What follows belongs to an exercise in optimizing a design on an open flow for small area; a production flow would make more cautious choices. Where RTL was checked, it was by simulation tests only, not by an equivalence proof against the original. Only the layout flow was run in run 2; the RTL was not checked for function there. Power figures rest on the tool's default switching activity, not on a simulated workload.

`design/flow/flow/run.sh`:
```
#!/bin/bash
# The standard layout (standard.sh) with three changes:
#  - port buffers use the smallest buffer cell instead of clkdlybuf4s50_1;
#  - clock tree synthesis inserts no dummy loads;
#  - after global routing, gates with spare slack are downsized
#    (ORFS's power recovery step, RECOVER_POWER).
# Everything else, including synthesis, floorplan, power grid and tap
# cells, is the standard flow. make's full output goes to standard.log;
# ORFS keeps each step's log under orfs/logs/.
set -euo pipefail
cd "$(dirname "$0")/.."
export BUFFER_PORTS_ARGS="-buffer_cell sky130_fd_sc_hd__buf_1"
export CTS_ARGS="-sink_clustering_enable -repair_clock_nets -dont_use_dummy_load -sink_clustering_size 30 -sink_clustering_max_diameter 100"
export RECOVER_POWER=100
bash standard.sh > standard.log 2>&1
```
`design/flow/standard.sh`:
```
#!/bin/bash
# synth_recipe.tcl (not shown) runs the flow's synth.tcl, then flattens the netlist and writes it again
# the make line also repeats each setting of config.mk as NAME=value (left out here)
make -C /OpenROAD-flow-scripts/flow DESIGN_CONFIG=/design/flow/config.mk WORK_HOME=/design/flow/orfs CLKGATE_MAP_FILE= SYNTH_SCRIPT=/design/flow/synth_recipe.tcl "${@:-finish}"
```
`design/flow/config.mk`:
```
export PLATFORM = sky130hd
export DESIGN_NAME = memory_writer
export DESIGN_NICKNAME = memory_writer
export VERILOG_FILES = /design/flow/design.v
export SDC_FILE = /design/flow/constraint.sdc
export NUM_CORES = 4
export LEC_CHECK = 0
export CAP_MARGIN = 20
export CORE_MARGIN = 2
export CORE_UTILIZATION = 55
export CTS_CLUSTER_DIAMETER = 100
export CTS_CLUSTER_SIZE = 30
export SLEW_MARGIN = 20
export SYNTH_HIERARCHICAL = 1
export SYNTH_MINIMUM_KEEP_SIZE = 0
```
`design/flow/constraint.sdc`:
```
create_clock -name core_clock -period 6.0 [get_ports {CLK}]
set_input_delay 1.2000 -clock core_clock [delete_from_list [all_inputs] [get_ports {CLK}]]
set_output_delay 1.2000 -clock core_clock [all_outputs]
set_load 0.01 [all_outputs]
```
`design/flow/design.v`:
```
package mw_pkg;
    typedef logic [32-1:0] addr_t;
    typedef logic [32-1:0] word_t;
    typedef logic [31:0]               bytes_t;
    typedef logic [31:0]               words_t;
    typedef logic [8:0]                beats_t;    
    typedef logic [7:0]                axlen_t;
    localparam int BYTES_PER_WORD = 32 / 8;
    localparam logic [2:0] AXI_AWSIZE = 3'($clog2(BYTES_PER_WORD));
    localparam logic [1:0] AXI_AWBURST_INCR = 2'b01;
    localparam logic [BYTES_PER_WORD-1:0] AXI_WSTRB_ALL = '1;
    typedef struct packed {
        addr_t  base_addr;
        addr_t  high_addr;     
        bytes_t portion_size;
    } mem_cfg_t;
    typedef struct packed {
        addr_t  awaddr;
        axlen_t awlen;
    } aw_beat_t;
    typedef struct packed {
        word_t wdata;
        logic  wlast;
    } w_beat_t;
    typedef struct packed {
        words_t fifo_words;
        words_t remain_words;
        addr_t  cur_addr;
    } plan_in_t;
    typedef enum logic [2:0] {
        IDLE,
        WAIT_DATA,
        PLAN,
        WRITE,
        WAIT_B
    } engine_state_e;
endpackage
`timescale 1ns/10ps
module mw_aoi222 (
    input  logic [2:0] s,
    input  logic [2:0] d,
    output logic       y
);
    assign y = ~|(s & d);
endmodule
`timescale 1ns/10ps
module memory_writer (
    input  logic                                CLK,
    input  logic                                RESET,
    input  mw_pkg::word_t                       s_tdata,
    input  logic                                s_tvalid,
    output logic                                s_tready,
    output mw_pkg::aw_beat_t                    aw,
    output logic                                awvalid,
    input  logic                                awready,
    output logic [2:0]                          awsize,
    output logic [1:0]                          awburst,
    output mw_pkg::w_beat_t                     w,
    output logic                                wvalid,
    input  logic                                wready,
    output logic [mw_pkg::BYTES_PER_WORD-1:0]   wstrb,
    input  logic                                bvalid,
    output logic                                bready,
    input  mw_pkg::mem_cfg_t                    cfg,
    input  logic                                run,
    input  logic                                stop,
    output logic                                status,
    output logic                                done,
    output mw_pkg::bytes_t                      transmitted_bytes,
    output mw_pkg::addr_t                       current_address
);
    logic [31:0][31:0] q;
    logic [5:0]        cm1;
    logic              push;
    logic              pop;
    logic              flush;
    logic              full;
    logic [31:0]       sel;
    logic [10:0]       nterm [0:31];
    mw_pkg::word_t     rd_word;
    for (genvar b = 0; b < 32; b++) begin : g_bit
        for (genvar g = 0; g < 10; g++) begin : g_grp
            mw_aoi222 aoi_i (
                .s ({sel[3*g+2], sel[3*g+1], sel[3*g]}),
                .d ({q[3*g+2][b], q[3*g+1][b], q[3*g][b]}),
                .y (nterm[b][g])
            );
        end
        assign nterm[b][10] = ~((sel[31] & q[31][b]) | (sel[30] & q[30][b]));
    end
    always_comb begin
        full     = (cm1 == 6'd31);
        s_tready = status && !full;
        push     = s_tvalid && s_tready;
        for (int i = 0; i < 32; i++) begin
            sel[i] = (cm1[4:0] == 5'(i));
        end
        for (int b = 0; b < 32; b++) begin
            rd_word[b] = ~&nterm[b];
        end
    end
    always_ff @(posedge CLK) begin
        if (push) begin
            q <= {q[30:0], s_tdata};
        end
    end
    always_ff @(posedge CLK) begin
        if (RESET || flush) begin
            cm1 <= 6'h3F;
        end else if (push && !pop) begin
            cm1 <= cm1 + 1'b1;
        end else if (pop && !push) begin
            cm1 <= cm1 - 1'b1;
        end
    end
    localparam logic [2:0] S_IDLE  = 3'd0;
    localparam logic [2:0] S_WAIT  = 3'd1;
    localparam logic [2:0] S_P1    = 3'd2;
    localparam logic [2:0] S_P2    = 3'd3;
    localparam logic [2:0] S_P3    = 3'd4;
    localparam logic [2:0] S_WRITE = 3'd5;
    localparam logic [2:0] S_WAITB = 3'd6;
    logic [2:0]  state;
    logic [29:0] next_w;       
    logic [29:0] awaddr_w;     
    logic [29:0] tx_w;         
    logic [29:0] cur_w;        
    logic [3:0]  len_m1;       
    logic [3:0]  fill_m1;      
    logic [3:0]  beat_cnt;
    logic [6:0]  accum_timer;
    logic        stop_seen;
    logic        accum_done;
    logic        burst_due;
    logic        w_hs;
    logic        b_hs;
    logic        wlast;
    logic [4:0]  rem_lo;       
    logic        rem_small;    
    logic [4:0]  high_lo;      
    logic        high_small;   
    logic [3:0]  r_m1;
    logic [3:0]  p_m1;
    logic [3:0]  h_m1;
    logic [3:0]  min_a;
    logic [3:0]  min_b;
    logic [3:0]  plan_m1;
    logic        in_ring;
    logic [29:0] run_w;
    logic        last_burst;
    logic        wraps;
    logic [29:0] tx_sum;
    logic [29:0] next_sum;
    function automatic logic sum_hi_zero(input logic [29:0] a, input logic [29:0] b,
                                         input logic c4);
        logic z;
        z = ((a[4] ^ b[4]) == c4);
        for (int i = 5; i < 30; i++) begin
            z = z & ((a[i] ^ b[i]) == (a[i-1] | b[i-1]));
        end
        sum_hi_zero = z;
    endfunction
    function automatic logic [29:0] bump30(input logic [29:0] a, input logic [3:0] n);
        logic [4:0] lo;
        logic       c;
        logic       cb;
        lo = {1'b0, a[3:0]} + {1'b0, n} + 5'd1;
        bump30[3:0] = lo[3:0];
        cb = lo[4];
        for (int k = 4; k < 30; k += 4) begin
            c = cb;
            for (int i = k; i < k + 4 && i < 30; i++) begin
                bump30[i] = a[i] ^ c;
                c         = c & a[i];
            end
            cb = cb & ((k + 4 <= 30) ? &a[k +: 4] : &a[29:28]);
        end
    endfunction
    function automatic logic ge30(input logic [29:0] a, input logic [29:0] b);
        logic c;
        c = 1'b1;
        for (int i = 0; i < 30; i++) begin
            c = (a[i] & ~b[i]) | (c & (a[i] | ~b[i]));
        end
        ge30 = c;
    endfunction
    always_comb begin
        status     = (state != S_IDLE);
        wvalid     = (state == S_WRITE);
        bready     = (state == S_WAITB);
        w_hs       = wvalid && wready;
        b_hs       = bvalid && bready;
        pop        = w_hs;
        flush      = run && (state == S_IDLE);
        wlast      = (beat_cnt == len_m1);
        accum_done = accum_timer[6];
        burst_due  = !cm1[5] && (cm1[4] || accum_done);
        rem_lo     = {1'b0, cfg.portion_size[5:2]} + {1'b0, ~tx_w[3:0]}
                   + 5'(|cfg.portion_size[1:0]);
        rem_small  = sum_hi_zero(cfg.portion_size[31:2], ~tx_w, rem_lo[4]);
        r_m1       = rem_small ? rem_lo[3:0] : 4'hF;
        high_lo    = {1'b0, cfg.high_addr[5:2]} + {1'b0, ~next_w[3:0]};
        high_small = sum_hi_zero(cfg.high_addr[31:2], ~next_w, high_lo[4]);
        h_m1       = high_small ? high_lo[3:0] : 4'hF;
        p_m1       = (next_w[9:4] == 6'h3F) ? ~next_w[3:0] : 4'hF;
        min_a      = (fill_m1 < r_m1) ? fill_m1 : r_m1;
        min_b      = (p_m1 < h_m1) ? p_m1 : h_m1;
        plan_m1    = (min_a < min_b) ? min_a : min_b;
        in_ring    = ge30(next_w, cfg.base_addr[31:2]) && !ge30(next_w, cfg.high_addr[31:2]);
        run_w      = in_ring ? next_w : cfg.base_addr[31:2];
        last_burst = rem_small && (rem_lo[3:0] == len_m1);
        wraps      = high_small && (high_lo[3:0] == len_m1);
        tx_sum     = bump30(tx_w, len_m1);
        next_sum   = bump30(next_w, len_m1);
    end
    assign awsize            = mw_pkg::AXI_AWSIZE;
    assign awburst           = mw_pkg::AXI_AWBURST_INCR;
    assign wstrb             = mw_pkg::AXI_WSTRB_ALL;     
    assign aw                = {awaddr_w, 2'b00, 4'h0, len_m1};
    assign w                 = {rd_word, wlast};
    assign transmitted_bytes = {tx_w, 2'b00};
    assign current_address   = {cur_w, 2'b00};
    always_ff @(posedge CLK) begin
        if (RESET || push || state != S_WAIT || cm1[5]) begin
            accum_timer <= '0;
        end else if (!accum_done) begin
            accum_timer <= accum_timer + 1'b1;
        end
    end
    always_ff @(posedge CLK) begin
        if (state == S_WAIT) begin
            fill_m1 <= cm1[4] ? 4'hF : cm1[3:0];
        end
        if (state == S_P3) begin
            len_m1   <= plan_m1;
            awaddr_w <= next_w;
        end
    end
    always_ff @(posedge CLK) begin
        if (RESET) begin
            state     <= S_IDLE;
            done      <= 1'b0;
            awvalid   <= 1'b0;
            stop_seen <= 1'b0;
            beat_cnt  <= '0;
            next_w    <= '0;
            tx_w      <= '0;
            cur_w     <= '0;
        end else begin
            done <= 1'b0;
            if (awvalid && awready) begin
                awvalid <= 1'b0;
            end
            if (stop && state != S_IDLE) begin
                stop_seen <= 1'b1;     
            end
            case (state)
                S_IDLE: begin
                    if (run) begin
                        state     <= S_WAIT;
                        stop_seen <= 1'b0;
                        next_w    <= run_w;
                        cur_w     <= run_w;
                        tx_w      <= '0;
                    end
                end
                S_WAIT: begin
                    if (stop || stop_seen) begin
                        state <= S_IDLE;     
                    end else if (burst_due) begin
                        state <= S_P1;
                    end
                end
                S_P1: state <= S_P2;
                S_P2: state <= S_P3;
                S_P3: begin
                    awvalid  <= 1'b1;
                    beat_cnt <= '0;
                    state    <= S_WRITE;
                end
                S_WRITE: begin
                    if (w_hs) begin
                        beat_cnt <= beat_cnt + 1'b1;
                        if (wlast) begin
                            state <= S_WAITB;
                        end
                    end
                end
                S_WAITB: begin
                    if (b_hs) begin
                        tx_w   <= tx_sum[29:0];
                        next_w <= wraps ? cfg.base_addr[31:2] : next_sum[29:0];
                        if (last_burst) begin
                            state <= S_IDLE;
                            done  <= 1'b1;
                        end else if (stop_seen || stop) begin
                            state <= S_IDLE;
                        end else begin
                            state <= S_WAIT;
                        end
                    end
                end
                default: state <= S_IDLE;
            endcase
        end
    end
endmodule
```
==> results.yml, run 1 <==
critical_path:
  cp-start-kind: "flop"
  crit_required_ns: 4.80
  critPathKind: "reg2out"
  cp_cell_sequence: "nand2b_1, nor2_2, clkbuf_2, a222oi_1, nand2_1, a2111oi_0, nand2_1, buf_1"
  path_buf_inv: 2
  worstPathArrival_ns: 4.35
  crit_fanout: 23
  path_depth: 8
  rr_worst_depth: 7
  crit_path_top_delay_cell: "nor2_2"
  cpMostUsedCell: "nand2_1"
  r2r-end: "q[215]$_DFFE_PP_"
  endpoint: "w[7]"
  end_kind: "output pin"
  crit_path_max_incr_delay_ns: 1.47
  crit_start: "cm1[0]$_SDFFE_PP1P_"
  crit_family: "simple AND/OR/NAND/NOR gates"
  r2r_slack_ns: 0.98
  timing.rr.start: "cm1[1]$_SDFFE_PP1P_"
status:
  status: "failed layout checks"
  failed_checks: "max-capacitance violations, max-slew violations"
clock_tree:
  tritoncts: "built"
  cts.sinks: 1175
  htree_num_levels: 2
  cts_inserted_buffers: 47
  post-cts-setup-buffer-count: 0
  cts_root_buffer: "clkbuf_16"
  clk_pin_slew_ns: 0.11
  cts.repair.resized: 0
  clock_latency_ns: 0.66
  hold_buffers: 0
  clockBufferDepth: 3
timing:
  finalWorstPathRequiredPeriod_ns: 5.55
  post-route-period-util: 0.924
  max_freq_mhz: 180
  hold_viol: 0
  rsz0062_at_grt: "no"
  finalClockSkew_ns: 0.0804
  tightest_slew_ns: 3.31
  setup_viol: 0
  finalMaxSlewViolations: 841
  slew_headroom: -1.21
route:
  drt_wl_total_um: 114000
  drt_iter0_drc: 4430
  via_count: 27300
  drt_first_pass_iters: 9
  drc_errors: 0
  vias_per_cell: 6.62
  ant_nets: 0
  wl_per_cell_um: 27.6
synth:
  yosysTopAreaCell: "edfxtp_1"
  synthTopCellsByArea: "edfxtp_1, a222oi_1, dfxtp_1"
  yosysSeqAreaShare: 0.747
  postSynthAreaPerCell_um2: 16.7
  syn_area_um2: 45700
  yosys_most_used_dff: "edfxtp_1"
  synth_cells: 2737
  synth-edff-count: 1062
  synth_seq_cells: 1175
  synthArstFlopShare: 0
  ys_warn_count: 9
  synth_cell_types: 69
  synth_top_area_frac: 0.698
final_layout:
  final_nets: 3351
  drive_gt1_frac: 0.0579
  final_core_util: 0.602
  area_growth_pct: 8.26
  final_cells: 4125
  multi_input_area_um2: 10900
  fill_cells: 6276
  seqCellArea_um2: 34200
  n_antenna_cell: 0
global_route:
  grt_pass1_wl_um: 169000
  antenna_found_initial: 0
  grt_pass1_vias: 27000
  grt_max_degree: 219
  grt-ovfl-total: 0
  met1_usage: 0.369
  grtUsageMet2: 0.421
  met3_usage: 0.0456
  grt.busiest_layer: "met2"
  grt_usage: 0.261
place:
  dp_hpwl_um: 66700
  io_buffer_count: 264
  dp_cells: 4075
  place_congestion: 0.854
power_and_ir_drop:
  total_power_uw: 15300
  vdd_drop_max_v: 0.000275
  power.density_nw_per_um2: 309
  power_leakage_uw: 0.0167
min_path:
  min_path_type: "reg2reg"
floorplanning:
  dieWidth_um: 292
  rows: 105
  start_util: 0.556
  dieHeight_um: 292
  die_area_um2: 85400
  coreArea_um2: 82200
  pin_count: 288
job:
  max_cap_violations: 11
[cells in the final DEF, fill, tap and decap left out, drive strengths merged, types with 6 or more instances in the layout]
cell / count
edfxtp: 1062
a222oi: 321
buf: 304
nand2: 174
ha: 152
inv: 126
nor2: 121
dfxtp: 113
nand4: 82
clkbuf: 63
o21ai: 59
a21oi: 50
xor2: 48
xnor2: 42
mux2i: 36
a2111oi: 35
o221a: 24
nor3: 23
a22o: 23
nand2b: 19
conb: 19
a21o: 18
nand3: 14
nor4: 13
nor2b: 12
nand3b: 11
or2: 7
o21a: 6
o32ai: 6
fa: 6
[Yosys stat by module (local to each module, per instance)]
module         area (µm²)  copies in the design  flops+latches  cells inside
mw_aoi222            10.0                   320              0             1
memory_writer       42500                     1           1175          2417
[routing by layer]
metal / wire length [µm] / up-vias / share of wire
met5: 0 / - / 0
met4: 2930 / 0 / 0.026
met3: 10600 / 167 / 0.093
met2: 54300 / 1381 / 0.48
met1: 45900 / 13800 / 0.40
li1: - / 11900 / -
[power breakdown]
part	total, µW	leakage (µW)	internal (µW)	switching, µW
Sequential	10100	0.0107	9730	385
Clock	3730	0.000579	1410	2320
Combinational	1460	0.00537	456	1000
[registers in the layout, summed over array words and instances, names as in the netlist]
| signal | cells |
|---|---|
| accum_timer | 7 |
| awaddr_w | 30 |
| awvalid | 1 |
| beat_cnt | 4 |
| cm1 | 6 |
| cur_w | 30 |
| done | 1 |
| fill_m1 | 4 |
| len_m1 | 4 |
| next_w | 30 |
| q | 1024 |
| state | 3 |
| stop_seen | 1 |
| tx_w | 30 |
[cell type report]
cell class / count / share of cell area
well taps: 1070 / 0.0271
repair buffers: 320 / 0.0289
inverters: 126 / 0.00956
flip-flops and latches: 1175 / 0.690
multi-input cells: 1387 / 0.221
clock buffers: 47 / 0.0238
[cell families (layout without fill, tap and decap cells)]
family,after synthesis,in the layout,synth area share
flip-flops,1175,1175,0.747
AO/OA/AOI/OAI,583,583,0.113
AND/OR/NAND/NOR,497,497,0.0518
buffers and inverters,192,493,0.0182
adder cells (fa/ha/maj),162,162,0.0451
XOR/XNOR,90,90,0.0172
multiplexers,36,36,0.00788
other,2,19,0.000164
[cell usage after synthesis, drive strengths merged (7+ instances only)]
| cell type | number |
|---|---|
| a2111oi | 35 |
| buf | 28 |
| nand4 | 82 |
| nor4 | 13 |
| a222oi | 321 |
| mux2i | 36 |
| inv | 126 |
| nand2 | 174 |
| xor2 | 48 |
| nand3 | 14 |
| ha | 152 |
| a22o | 23 |
| edfxtp | 1062 |
| nor3 | 23 |
| clkbuf | 38 |
| xnor2 | 42 |
| a21o | 18 |
| nand2b | 19 |
| nand3b | 11 |
| o221a | 24 |
| or2 | 7 |
| dfxtp | 113 |
| a21oi | 50 |
| nor2b | 12 |
| nor2 | 121 |
| o21ai | 59 |
[how the worst min path moves through the flow]
stage,startpoint,slack [ns],depth (start not counted),to
final,q[607]$_DFFE_PP_,0.42,0,q[639]$_DFFE_PP_
after global routing,q[607]$_DFFE_PP_,0.42,0,q[639]$_DFFE_PP_
after CTS,q[607]$_DFFE_PP_,0.40,0,q[639]$_DFFE_PP_
after detailed placement,q[978]$_DFFE_PP_,0.43,0,q[1010]$_DFFE_PP_
after global placement,q[978]$_DFFE_PP_,0.42,0,q[1010]$_DFFE_PP_
after floorplan,q[968]$_DFFE_PP_,0.42,0,q[1000]$_DFFE_PP_
[per-stage QoR]
step	hold slack [ns]	area, µm²	TNS [ns]	setup WS [ns]
after detailed placement	0.432	48400	0	0.257
after global placement	0.425	48400	0	0.461
after global routing	0.422	49500	0	0.336
after floorplan	0.422	45800	-2804.00	-4.42
final	0.421	49500	0	0.453
after CTS	0.398	49600	0	0.821
==> inputs of run 2 (changes only) <==
--- a/design/flow/design.v
+++ b/design/flow/design.v
@@ -128,5 +128,4 @@
     logic [3:0]  len_m1;       
-    logic [3:0]  fill_m1;      
-    logic [3:0]  beat_cnt;
-    logic [6:0]  accum_timer;
+    logic [6:0]  cnt;
+    logic [3:0]  fill_m1;
     logic        stop_seen;
@@ -194,4 +193,5 @@
         flush      = run && (state == S_IDLE);
-        wlast      = (beat_cnt == len_m1);
-        accum_done = accum_timer[6];
+        wlast      = (cnt[3:0] == len_m1);
+        accum_done = cnt[6];
+        fill_m1    = cm1[4] ? 4'hF : cm1[3:0];
         burst_due  = !cm1[5] && (cm1[4] || accum_done);
@@ -223,6 +223,23 @@
     always_ff @(posedge CLK) begin
-        if (RESET || push || state != S_WAIT || cm1[5]) begin
-            accum_timer <= '0;
-        end else if (!accum_done) begin
-            accum_timer <= accum_timer + 1'b1;
+        if (RESET) begin
+            cnt <= '0;
+        end else begin
+            case (state)
+                S_WAIT: begin
+                    if (burst_due) begin
+                        cnt <= {3'd0, plan_m1};
+                    end else if (push || cm1[5]) begin
+                        cnt <= '0;
+                    end else if (!accum_done) begin
+                        cnt <= cnt + 1'b1;
+                    end
+                end
+                S_P1, S_P2: ;
+                S_WRITE: begin
+                    if (w_hs) begin
+                        cnt <= cnt + 1'b1;
+                    end
+                end
+                default: cnt <= '0;
+            endcase
         end
@@ -230,7 +247,4 @@
     always_ff @(posedge CLK) begin
-        if (state == S_WAIT) begin
-            fill_m1 <= cm1[4] ? 4'hF : cm1[3:0];
-        end
         if (state == S_P3) begin
-            len_m1   <= plan_m1;
+            len_m1   <= cnt[3:0];
             awaddr_w <= next_w;
@@ -244,3 +258,2 @@
             stop_seen <= 1'b0;
-            beat_cnt  <= '0;
             next_w    <= '0;
@@ -277,3 +290,2 @@
                     awvalid  <= 1'b1;
-                    beat_cnt <= '0;
                     state    <= S_WRITE;
@@ -282,3 +294,2 @@
                     if (w_hs) begin
-                        beat_cnt <= beat_cnt + 1'b1;
                         if (wlast) begin
==> design/flow/flow/run.sh (replaced) <==
#!/bin/bash
# The standard layout (standard.sh) with two changes:
#  - port buffers use the smallest buffer cell instead of clkdlybuf4s50_1;
#  - clock tree synthesis inserts no dummy loads.
set -euo pipefail
cd "$(dirname "$0")/.."
export BUFFER_PORTS_ARGS="-buffer_cell sky130_fd_sc_hd__buf_1"
export CTS_ARGS="-sink_clustering_enable -repair_clock_nets -dont_use_dummy_load -sink_clustering_size 30 -sink_clustering_max_diameter 100"
bash standard.sh > standard.log 2>&1
--- a/design/flow/config.mk
+++ b/design/flow/config.mk
@@ -9,3 +9,3 @@
 export CORE_MARGIN = 2
-export CORE_UTILIZATION = 55
+export CORE_UTILIZATION = 40
 export CTS_CLUSTER_DIAMETER = 100
==> run 2 against run 1 <==
Compared with the run above: highest routed layer is now met5; critical endpoint is now w[29]; die area increased by 39%; cell count increased by 13%; critical path depth unchanged; critical path type unchanged; first-iteration DRC count increased by 2.2%; largest cell class unchanged; now clean on timing, DRC and antenna.
==> results.yml, run 2 <==
status:
  status: "timing/DRC/antenna clean"
global_route:
  grt_pass1_vias: 26800
  grt_max_degree: 205
  grt_usage: 0.193
  grt_pass1_wl_um: 174000
  grt-ovfl-total: 0
  antenna_found_initial: 11
synth:
  postSynthAreaPerCell_um2: 16.2
  synth_cells: 2848
  synth_common_cells: "edfxtp_1, a222oi_1, nand2_1"
  synth-simple-area-share: 0.0549
  synth_mux_area_frac: 0.0104
  synth-edff-count: 1058
  synth_cell_types: 72
  ys_warn_count: 9
  yosysTopAreaCell: "edfxtp_1"
  yosysSeqAreaShare: 0.734
  synth_top_family_by_area: "compound AO/OA/AOI/OAI gates"
  synth_top_area_frac: 0.687
  yosys_most_used_dff: "edfxtp_1"
  synth_compound_area_frac: 0.119
  synthTopCellsByArea: "edfxtp_1, a222oi_1, dfxtp_1"
  synthArstFlopShare: 0
  synthXorXnorAreaFrac: 0.0167
  synth.most_common_cell: "edfxtp_1"
  synth_fa_ha_area_frac: 0.0449
  synth_seq_cells: 1167
  syn_area_um2: 46300
clock_tree:
  tritoncts: "built"
  cts_root_buffer: "clkbuf_16"
  hold_buffers: 0
  post-cts-setup-buffer-count: 0
  clock_latency_ns: 0.71
  cts_inserted_buffers: 48
  clk_pin_slew_ns: 0.11
  htree_num_levels: 2
  cts.sinks: 1167
  cts.repair.resized: 0
  clockBufferDepth: 3
final_layout:
  final_nets: 3456
  largest_reg_flops: 1024
  fill_cells: 10200
  final_common_cell: "edfxtp_1"
  final_cells: 4675
  area_growth_pct: 9.92
  drive_gt1_frac: 0.0532
  seqCellArea_um2: 34000
  largest-register: "q"
  multi_input_area_um2: 11800
  final_cell_mix: "edfxtp_1, a222oi_1, buf_1"
place:
  dp_cells: 4622
  place_congestion: 0.849
  io_buffer_count: 264
  dp_hpwl_um: 74200
timing:
  tightest_slew_ns: 1.20
  post-route-period-util: 0.920
  finalClockSkew_ns: 0.0999
  finalWorstPathRequiredPeriod_ns: 5.52
  max_freq_mhz: 181
  hold_viol: 0
  setup_viol: 0
  finalMaxSlewViolations: 0
  tns_ns: 0
  slew_headroom: 0.200
  rsz0062_at_grt: "no"
power_and_ir_drop:
  vdd_drop_max_v: 0.000247
  power.density_nw_per_um2: 299
  power_leakage_uw: 0.0166
route:
  drt_iter0_drc: 4528
  ant_nets: 0
  drc_errors: 0
  via_count: 28000
  wl_per_cell_um: 24.9
  vias_per_cell: 5.99
  drt_wl_total_um: 117000
  drt_first_pass_iters: 7
floorplanning:
  dieHeight_um: 344
  pin_count: 288
  die_area_um2: 118000
  dieWidth_um: 344
  start_util: 0.404
  rows: 124
  coreArea_um2: 115000
min_path:
  min_path_type: "reg2reg"
  worstHoldStart: "q[368]$_DFFE_PP_"
critical_path:
  crit_path_top_delay_cell: "nand2b_1"
  worstPathArrival_ns: 4.32
  cp-start-kind: "flop"
  cpMostUsedCell: "nand2_1"
  r2r_slack_ns: 0.94
  cp_cell_sequence: "nand2b_1, nor2_4, buf_4, a222oi_1, nand2_1, a2111oi_0, nand2_1, buf_1"
  path_buf_inv: 2
  timing.rr.start: "next_w[0]$_SDFFE_PP0P_"
  crit_required_ns: 4.80
  crit_family: "simple AND/OR/NAND/NOR gates"
  crit_fanout: 17
  end_kind: "output pin"
  critPathKind: "reg2out"
  crit_start: "cm1[1]$_SDFFE_PP1P_"
  crit_path_max_incr_delay_ns: 0.72
job:
  max_cap_violations: 0
run 2: cell types whose count changed after synthesis, sizes merged, moves of 8 or more:
cell	change
nor2	-12
nor3b	+10
a221oi	+18
a21o	-8
a22oi	+21
nor2b	+10
o21ai	+38
mux2i	+12
o21bai	+11
clkbuf	+11
a22o	-21
run 2: metrics by stage:
step / hold WS [ns] / instance area [µm²] / worst slack (ns) / power (µW) / util
3_5_place_dp: 0.429 / 49600 / -0.0207 / 11600 / 0.433
5_1_grt: 0.365 / 50800 / 0.200 / 15800 / 0.444
2_1_floorplan: 0.406 / 46300 / -4.44 / 11100 / -
3_3_place_gp: 0.426 / 49600 / 0.0739 / 11500 / 0.433
6_report: 0.361 / 50800 / 0.482 / 15200 / 0.444
4_1_cts: 0.353 / 50800 / 0.425 / 15300 / 0.444
run 2: final cells by class:
class,instances,area share
flip-flops and latches,1167,0.668
multi-input cells,1485,0.231
well taps,1512,0.0372
repair buffers,327,0.0302
clock buffers,48,0.0236
inverters,132,0.00975
diodes,4,0.000197
run 2: path summary, 6_finish.rpt:
path	endpoint	cells after the start
min	q[400]$_DFFE_PP_	0
max	w[29]	8
min reg2reg	q[400]$_DFFE_PP_	0
max reg2reg	cnt[1]$_SDFFE_PP0P_	19
run 2: cells by family after synthesis:
kind of cell / count (synthesis)
muxes: 48
other: 2
xor gates and xnor gates: 88
AOI/OAI and AO/OA: 652
DFF: 1167
buffers and inverters: 213
adders and majority gates: 163
and+or+nand+nor: 515
run 2: per-module statistics from Yosys, one instance, submodules excluded:
module / flops+latches / copies in the design / cells inside
mw_aoi222: 0 / 320 / 1
memory_writer: 1167 / 1 / 2528
run 2: metal layers:
| layer | global-route usage | vias to the layer above | wire length [µm] |
|---|---|---|---|
| met5 | 0 | - | 91 |
| met4 | 0.0488 | 14 | 2630 |
| met3 | 0.0235 | 134 | 9830 |
| met2 | 0.295 | 1249 | 52400 |
| met1 | 0.293 | 14200 | 51600 |
| li1 | - | 12400 | - |
run 2: power by group:
part           total (µW)  switching (µW)  internal [µW]
Clock                3790            2350           1440
Sequential          10000             354           9650
Combinational        1390             989            402

## afterwards: timing with drivers on the ports
How much do the figures lean on ideal ports? The routed layouts below were timed once more, with nothing changed but the port constraints. Step 1 sets driving cells, clkbuf_16 on the clock port and buf_2 on the other inputs (assumed; they add their load-dependent delay and slew). Step 2, shift: input delay + t, output delay - t, t = (earliest + latest rising clock arrival at the registers) / 2. This alone moves slack from input paths to output paths. a / b / c = no drivers / after step 1 / after step 2; a / b = the first two.
| run | t (ns) | setup WS [ns] | worst setup path after step 2 |
|---|---|---|---|
| run 1 | 0.682 | 0.453 / 0.389 / 0.064 | input to register |
| run 2 | 0.726 | 0.482 / 0.412 / -0.017 | input to register |
Met with ideal ports but missed after step 2: setup timing in run 2. The setup slack of run 2, which loses most, moves by -0.070 ns with the drivers and by -0.499 ns with both steps.
